This is an optimization exercise on Yosys and OpenROAD, whose aim is small area, a short achievable clock period and few clock cycles per item, not a production implementation.
Only simulation tests tie the RTL to the original design; equivalence was not proved.
Power and IR drop assume default switching activity.

// double_talk_detector_unit
module double_talk_detector_unit (
   input  wire logic         clock,
   input  wire logic         reset,
   input  wire logic         req_valid,
   output logic              req_ready,
   input  wire logic [15:0]  req_far_sample,
   input  wire logic [15:0]  req_mic_sample,
   input  wire logic         req_frame_end,
   output logic              rsp_valid,
   input  wire logic         rsp_ready,
   output logic [1:0]        rsp_talk_state,
   output logic              rsp_adapt_hold,
   input  wire logic         csr_write_enable,
   input  wire logic [1:0]   csr_index,
   input  wire logic [23:0]  csr_write_data
);
==> flow/config.mk <==
export PLATFORM = sky130hd
export DESIGN_NAME = double_talk_detector_unit
export DESIGN_NICKNAME = double_talk_detector_unit
export VERILOG_FILES = /design/flow/design.v
export SDC_FILE = /design/flow/constraint.sdc
export NUM_CORES = 4
export LEC_CHECK = 0
export ABC_CLOCK_PERIOD_IN_PS = 3500
export CAP_MARGIN = 20
export CORE_MARGIN = 2
export CORE_UTILIZATION = 40
export PLACE_DENSITY = 0.6
export SLEW_MARGIN = 20
export SYNTH_HIERARCHICAL = 1
==> flow/constraint.sdc <==
create_clock -name core_clock -period 10.0 [get_ports {clock}]
set_input_delay 2.0000 -clock core_clock [delete_from_list [all_inputs] [get_ports {clock}]]
set_output_delay 2.0000 -clock core_clock [all_outputs]
set_load 0.01 [all_outputs]
standard.sh (not shown) runs the stock make flow with config.mk's settings and CLKGATE_MAP_FILE= SYNTH_SCRIPT=/design/flow/synth_recipe.tcl, a recipe that flattens the netlist after the stock synthesis.
==> flow/flow/run.sh <==
#!/bin/bash
# The standard layout, with timing repair aiming below the clock period:
# repair_timing works to a setup slack of MARGIN ns at the design's clock.
set -euo pipefail
MARGIN=${MARGIN:-6.75}
bash standard.sh finish SETUP_SLACK_MARGIN=$MARGIN > flow.log 2>&1
The starting point finished with timing, DRC and antenna clean.
Testbench counts at the start, summed over its fixed seeds: cycles 29,390, items 384.
Rerun with:
==> flow/flow/run.sh (replaced) <==
#!/bin/bash
# The standard layout, with timing repair aiming below the clock period:
# repair_timing works to a setup slack of MARGIN ns at the design's clock.
set -euo pipefail
MARGIN=${MARGIN:-6.5}
bash standard.sh finish SETUP_SLACK_MARGIN=$MARGIN > flow.log 2>&1
The new run produced a clean layout; setup slack degrades by 0.0033 ns; critical path depth went down by 8; register-to-register slack hardly moves; design area went down by 3.8%; flip-flop and latch count stays the same.
Rerun with:
==> flow/run.sh (new file) <==
#!/bin/bash
# synth_recipe.tcl (not shown) runs the flow's synth.tcl, then flattens the netlist and writes it again
# the make line also repeats each setting of config.mk as NAME=value (left out here)
make -C /OpenROAD-flow-scripts/flow DESIGN_CONFIG=/design/flow/config.mk WORK_HOME=/design/flow/orfs CLKGATE_MAP_FILE= SYNTH_SCRIPT=/design/flow/synth_recipe.tcl finish
Settings changed: SETUP_SLACK_MARGIN from default to 5.
removed: flow/flow/run.sh
removed: flow/standard.sh
The changed run passed the timing, DRC and antenna checks.
Setup slack gets worse by 0.98 ns.
Hold slack gets better by 0.0078 ns.
Cell count drops slightly.
Non-clock buffer count fell by 67.
Utilization drops by 1.4 points.
Wire length falls by a few percent.
Design area fell by a few percent.
Via count goes down slightly.
Power falls slightly.
Rerun with:
==> flow/flow/run.sh (new file) <==
#!/bin/bash
# The standard layout, with timing repair aiming below the clock period:
# repair_timing works to a setup slack of MARGIN ns at the design's clock.
set -euo pipefail
MARGIN=${MARGIN:-6.5}
bash standard.sh finish SETUP_SLACK_MARGIN=$MARGIN > flow.log 2>&1
==> flow/standard.sh (new file) <==
#!/bin/bash
# synth_recipe.tcl (not shown) runs the flow's synth.tcl, then flattens the netlist and writes it again
# the make line also repeats each setting of config.mk as NAME=value (left out here)
make -C /OpenROAD-flow-scripts/flow DESIGN_CONFIG=/design/flow/config.mk WORK_HOME=/design/flow/orfs CLKGATE_MAP_FILE= SYNTH_SCRIPT=/design/flow/synth_recipe.tcl "${@:-finish}"
Settings changed: ABC_CLOCK_PERIOD_IN_PS 3500 to 6000, SETUP_SLACK_MARGIN 5 to default.
removed: flow/run.sh
Hold slack got worse by 0.0078 ns.
Setup slack improved by 0.98 ns.
Register-to-register slack improved by 0.98 ns.

## afterwards: timing with drivers on the ports
The results above use ideal ports. As a check the final layouts listed here were re-extracted and re-timed, cells and wires unchanged. Step 1 sets driving cells, clkbuf_16 on the clock port and buf_2 on the other inputs (assumed; they add their load-dependent delay and slew). Step 2 also shifts input and output timing later by t, the mid clock arrival at the registers, as if the neighbouring blocks saw the same clock. Slacks: ideal ports / drivers / drivers and shift; pairs: ideal ports / drivers.
run | t, ns | slack for setup (ns) | worst setup path at the end
the first run | 0.684 | 6.513 / 6.513 / 6.128 | input to register
the second run | 0.684 | 6.510 / 6.510 / 5.979 | input to register
the third run | 0.679 | 5.533 / 5.533 / 5.533 | register to register
the fourth run | 0.684 | 6.510 / 6.510 / 5.979 | input to register
After both steps setup and hold are still met in every run listed.
